Source: an optimization exercise on an open RTL-to-GDS flow (aim: a short achievable clock period and few clock cycles per item). Production flows keep margins and buffers that such runs may drop.
Only simulation tests tie the RTL to the original design; equivalence was not proved.

==> flow/design.v (excerpt) <==
module rv_core (
  input  logic        clk,
  input  logic        reset_i,
  output logic [31:0] imem_addr_o,
  input  logic [31:0] imem_data_i,
  output logic [31:0] dmem_addr_o,
  output logic [31:0] dmem_wdata_o,
  output logic [3:0]  dmem_wstrb_o,
  output logic        dmem_we_o,
  input  logic [31:0] dmem_rdata_i,
  input  logic        dmem_stall_i,
  output logic        wb_valid_o,
  output logic [4:0]  wb_addr_o,
  output logic [31:0] wb_data_o
);
export LEC_CHECK = 0
export ABC_CLOCK_PERIOD_IN_PS = 2500
export CAP_MARGIN = 20
export CORE_MARGIN = 2
export CORE_UTILIZATION = 40
export SETUP_SLACK_MARGIN = 4.5
export SLEW_MARGIN = 20
export TNS_END_PERCENT = 100
create_clock -name core_clock -period 7.5 [get_ports {clk}]
run.sh (not shown) runs the stock make flow with config.mk's settings and CLKGATE_MAP_FILE= SYNTH_SCRIPT=/design/flow/synth_recipe.tcl, a recipe that flattens the netlist after the stock synthesis.
Testbench counts at the start, summed over its fixed seeds: cycles 11,705, instrs 11,200.
Rerun with:
--- a/flow/design.v
+++ b/flow/design.v
@@ -138,13 +138,12 @@
   logic        d1_valid;
   logic [31:0] d1_instr;
   logic [31:2] d1_pc;
   logic [31:0] d2_rf1, d2_rf2, d2_imm;
   logic [31:2] d2_pc;
   logic [4:0]  d2_rs1, d2_rs2, d2_rd;
-  logic        d2_m1, d2_m2;    
   logic        d2_use1, d2_use2, d2_rw, d2_load, d2_store, d2_op, d2_lui, d2_auipc;
   logic [1:0]  d2_width;
   logic        d2_sign;
   logic        d2_addsub, d2_sub, d2_and, d2_or, d2_xor, d2_slt, d2_sltu;
   logic        d2_sll, d2_srl, d2_sra;
   logic [31:0] x_a, x_ash, x_b, x_bx;           
@@ -235,23 +234,23 @@
     else rf2 = regs[rs2];
   end
   always_ff @(posedge clk) begin
     if (w_v) regs[w_rd] <= w_data;
   end
   logic [31:0] fix1, fix2, base, bsel, agu;
-  logic        m1_next, m2_next;
-  assign m1_next = !hold && x_rw && x_rd == (front ? d2_rs1 : rs1) && (front ? d2_use1 : use1);
-  assign m2_next = !hold && x_rw && x_rd == (front ? d2_rs2 : rs2) && (front ? d2_use2 : use2);
+  logic        fwd1, fwd2;
+  assign fwd1 = !hold && x_rw && x_rd == (front ? d2_rs1 : rs1) && (front ? d2_use1 : use1);
+  assign fwd2 = !hold && x_rw && x_rd == (front ? d2_rs2 : rs2) && (front ? d2_use2 : use2);
   always_comb begin
-    fix1 = d2_m1 ? m_result : d2_rf1;
-    fix2 = d2_m2 ? m_result : d2_rf2;
+    fix1 = d2_rf1;
+    fix2 = d2_rf2;
     if (d2_lui)        base = '0;
     else if (d2_auipc) base = {d2_pc, 2'b00};
     else               base = fix1;
     bsel = d2_op ? fix2 : d2_imm;
-    agu  = d2_m1 ? ks_add(m_result, d2_imm) : ks_add(d2_rf1, d2_imm);
+    agu  = ks_add(fix1, d2_imm);
   end
   assign agi = (d2_load | d2_store) && d2_use1 && x_rw && x_rd == d2_rs1;
   always_ff @(posedge clk) begin
     if (reset_i) begin
       d2_rw    <= 1'b0;
       d2_load  <= 1'b0;
@@ -264,17 +263,15 @@
       d2_store <= is_store;
       d2_use1  <= use1;
       d2_use2  <= use2;
     end
   end
   always_ff @(posedge clk) begin
-    d2_m1 <= m1_next;
-    d2_m2 <= m2_next;
+    d2_rf1 <= fwd1 ? res : (front ? d2_rf1 : rf1);
+    d2_rf2 <= fwd2 ? res : (front ? d2_rf2 : rf2);
     if (!front) begin
-      d2_rf1    <= rf1;
-      d2_rf2    <= rf2;
       d2_imm    <= imm;
       d2_pc     <= d1_pc;
       d2_rs1    <= rs1;
       d2_rs2    <= rs2;
       d2_rd     <= rd;
       d2_op     <= is_op;
@@ -290,15 +287,12 @@
       d2_sltu   <= is_alu && f3 == 3'b011;
       d2_xor    <= is_alu && f3 == 3'b100;
       d2_srl    <= is_alu && f3 == 3'b101 && !d1_instr[30];
       d2_sra    <= is_alu && f3 == 3'b101 && d1_instr[30];
       d2_or     <= is_alu && f3 == 3'b110;
       d2_and    <= is_alu && f3 == 3'b111;
-    end else begin
-      d2_rf1    <= fix1;
-      d2_rf2    <= fix2;
     end
   end
   logic        fa, fb, fs;
   logic [31:0] sd;
   assign fa = d2_use1 && x_rw && x_rd == d2_rs1;
   assign fb = d2_op && d2_use2 && x_rw && x_rd == d2_rs2;
Result:
- The changed run ran to the end with no violations
- sequential cell count went down by 2
- worst setup slack improves by 210 ps
- utilization shrinks by 0.38 points
- via count went down by 5.4%
- final area decreases by 2.5%
- global-route usage is lower by 0.45 points
- wire length came out lower by 5.3%
Testbench counts after the change, summed over its fixed seeds: cycles 11,705, instrs 11,200.


## north
rv_core, a different RTL version from the one above (not shown whole).
For scale: roughly 5900 cells after synthesis, about 210 I/O pins, ~0.081 mm^2 of cells after synthesis.
make LEC_CHECK=0 ABC_CLOCK_PERIOD_IN_PS=2500 CAP_MARGIN=20 CORE_MARGIN=2 CORE_UTILIZATION=40 SETUP_SLACK_MARGIN=4.5 SLEW_MARGIN=20 TNS_END_PERCENT=100 finish   # period 7.5 ns
north ended with every stage complete and zero timing, DRC or antenna violations.
Testbench counts of north, summed over its fixed seeds: cycles 11,705, instrs 11,200.
Input-level comparison between south and north:
-- flow/design.v --
<<< north, line 104
    endcase
  endfunction
  function automatic logic [31:0] agu12(input logic [31:0] b, input logic [11:0] off);
    logic [12:0] lo;
    logic [19:0] hi;
    lo = {1'b0, b[11:0]} + {1'b0, off};
    case ({lo[12], off[11]})
      2'b10:   hi = b[31:12] + 20'd1;
      2'b01:   hi = b[31:12] - 20'd1;
      default: hi = b[31:12];
    endcase
    agu12 = {hi, lo[11:0]};
  endfunction
  function automatic logic [3:0] onehot4(input logic [1:0] v);
    onehot4 = 4'b0001 << v;
  endfunction
  function automatic logic [7:0] onehot8(input logic [2:0] v);
    onehot8 = 8'b0000_0001 << v;
  endfunction
  function automatic logic [3:0] strobes(input logic [1:0] width, input logic [1:0] off);
    case (width)
>>> south, line 104
    endcase
  endfunction
  function automatic logic [3:0] strobes(input logic [1:0] width, input logic [1:0] off);
    case (width)
<<< north, line 143
  logic        d2_sll, d2_srl, d2_sra;
  logic [31:0] x_a, x_ash, x_b, x_bx;           
  logic [3:0]  x_sh1;                           
  logic [7:0]  x_sh4;                           
  logic [31:0] x_base, x_imm, x_sd;             
  logic [31:0] x_wdata;
>>> south, line 126
  logic        d2_sll, d2_srl, d2_sra;
  logic [31:0] x_a, x_ash, x_b, x_bx;           
  logic [31:0] x_base, x_imm, x_sd;             
  logic [31:0] x_wdata;
<<< north, line 243
    else               base = fix1;
    bsel = d2_op ? fix2 : d2_imm;
    agu  = d2_m1 ? agu12(m_result, d2_imm[11:0]) : agu12(d2_rf1, d2_imm[11:0]);
  end
  assign agi = (d2_load | d2_store) && d2_use1 && x_rw && x_rd == d2_rs1;
>>> south, line 224
    else               base = fix1;
    bsel = d2_op ? fix2 : d2_imm;
    agu  = fix1 + d2_imm;
  end
  assign agi = (d2_load | d2_store) && d2_use1 && x_rw && x_rd == d2_rs1;
<<< north, line 304
    x_b   <= fb ? res : bsel;
    x_bx  <= fb ? (d2_sub ? ~res : res) : (d2_sub ? ~bsel : bsel);
    x_sh1 <= fb ? onehot4(res[1:0]) : onehot4(bsel[1:0]);
    x_sh4 <= fb ? onehot8(res[4:2]) : onehot8(bsel[4:2]);
  end
  always_ff @(posedge clk) begin
>>> south, line 285
    x_b   <= fb ? res : bsel;
    x_bx  <= fb ? (d2_sub ? ~res : res) : (d2_sub ? ~bsel : bsel);
  end
  always_ff @(posedge clk) begin
<<< north, line 320
  end
  logic [31:0] addr_k;
  assign addr_k = agu12(x_base, x_imm[11:0]);
  always_ff @(posedge clk) begin
    if (pkeep) begin
>>> south, line 299
  end
  logic [31:0] addr_k;
  assign addr_k = x_base + x_imm;
  always_ff @(posedge clk) begin
    if (pkeep) begin
<<< north, line 368
  assign lt_u = ~sumc[33];
  assign lt_s = (x_a[31] ^ x_b[31]) ? x_a[31] : sum[31];
  logic [34:0] sx;
  logic [31:0] s1;
  assign fill = x_sra & x_ash[31];
  assign sx   = {{3{fill}}, x_ash};
  always_comb begin
    for (int i = 0; i < 32; i++) begin
      s1[i] = (x_sh1[0] & sx[i]) | (x_sh1[1] & sx[i+1]) | (x_sh1[2] & sx[i+2]) | (x_sh1[3] & sx[i+3]);
    end
    for (int i = 0; i < 32; i++) begin
      sr[i] = 1'b0;
      for (int k = 0; k < 8; k++) begin
        sr[i] = sr[i] | (x_sh4[k] & ((i + 4*k < 32) ? s1[(i + 4*k) % 32] : fill));
      end
    end
  end
  assign lane = dmem_rdata_i >> {x_off, 3'b000};
  always_comb begin
>>> south, line 347
  assign lt_u = ~sumc[33];
  assign lt_s = (x_a[31] ^ x_b[31]) ? x_a[31] : sum[31];
  assign fill = x_sra & x_ash[31];
  assign sr   = 32'($signed({fill, x_ash}) >>> x_b[4:0]);
  assign lane = dmem_rdata_i >> {x_off, 3'b000};
  always_comb begin
--- outcome ---
- Going from north to south, total routed wirelength moved up; total of clock buffers placed in the layout went up by about 3%; post-CTS setup repair buffer count lost 60; die boundary width shrank by 2.2 um; synthesized-area fraction occupied by adder cells moved down.
- Diff north -> south | non-clock buffer count | decrease of 62
- Number of sequential cells in the layout (higher): south
- On setup slack, north loses to south.
- On die height: south sits below north.
Testbench counts of south, summed over its fixed seeds: cycles 11,705, instrs 11,200.

-- separate check: timing with driven ports --
The results above use ideal ports. As a check the final layouts listed here were re-extracted and re-timed, cells and wires unchanged. Step 1: set_driving_cell puts a clkbuf_16 on clk and a buf_2 on each other input, an assumption about the parent block. Step 2 also shifts input and output timing later by t, the mid clock arrival at the registers, as if the neighbouring blocks saw the same clock. Three values: ideal ports, drivers, drivers and shift; two values: the first two.
| run | t, ns | setup WS [ns] | worst hold slack (ns) |
|---|---|---|---|
| the first run of note 1 | 0.935 | 3.878 / 3.878 / 3.380 | 0.416 / 0.416 / 0.416 |
| the second run of note 1 | 0.933 | 4.089 / 4.089 / 3.319 | 0.384 / 0.384 / 0.384 |
| north | 0.924 | 2.515 / 2.515 / 2.515 | 0.406 / 0.406 / 0.406 |
| south | 0.928 | 3.830 / 3.830 / 3.395 | 0.411 / 0.411 / 0.411 |
After both steps setup and hold are still met in every run listed. For the second run of note 1, which loses most, drivers alone change the setup slack by 0.000 ns; drivers and shift together by -0.770 ns.
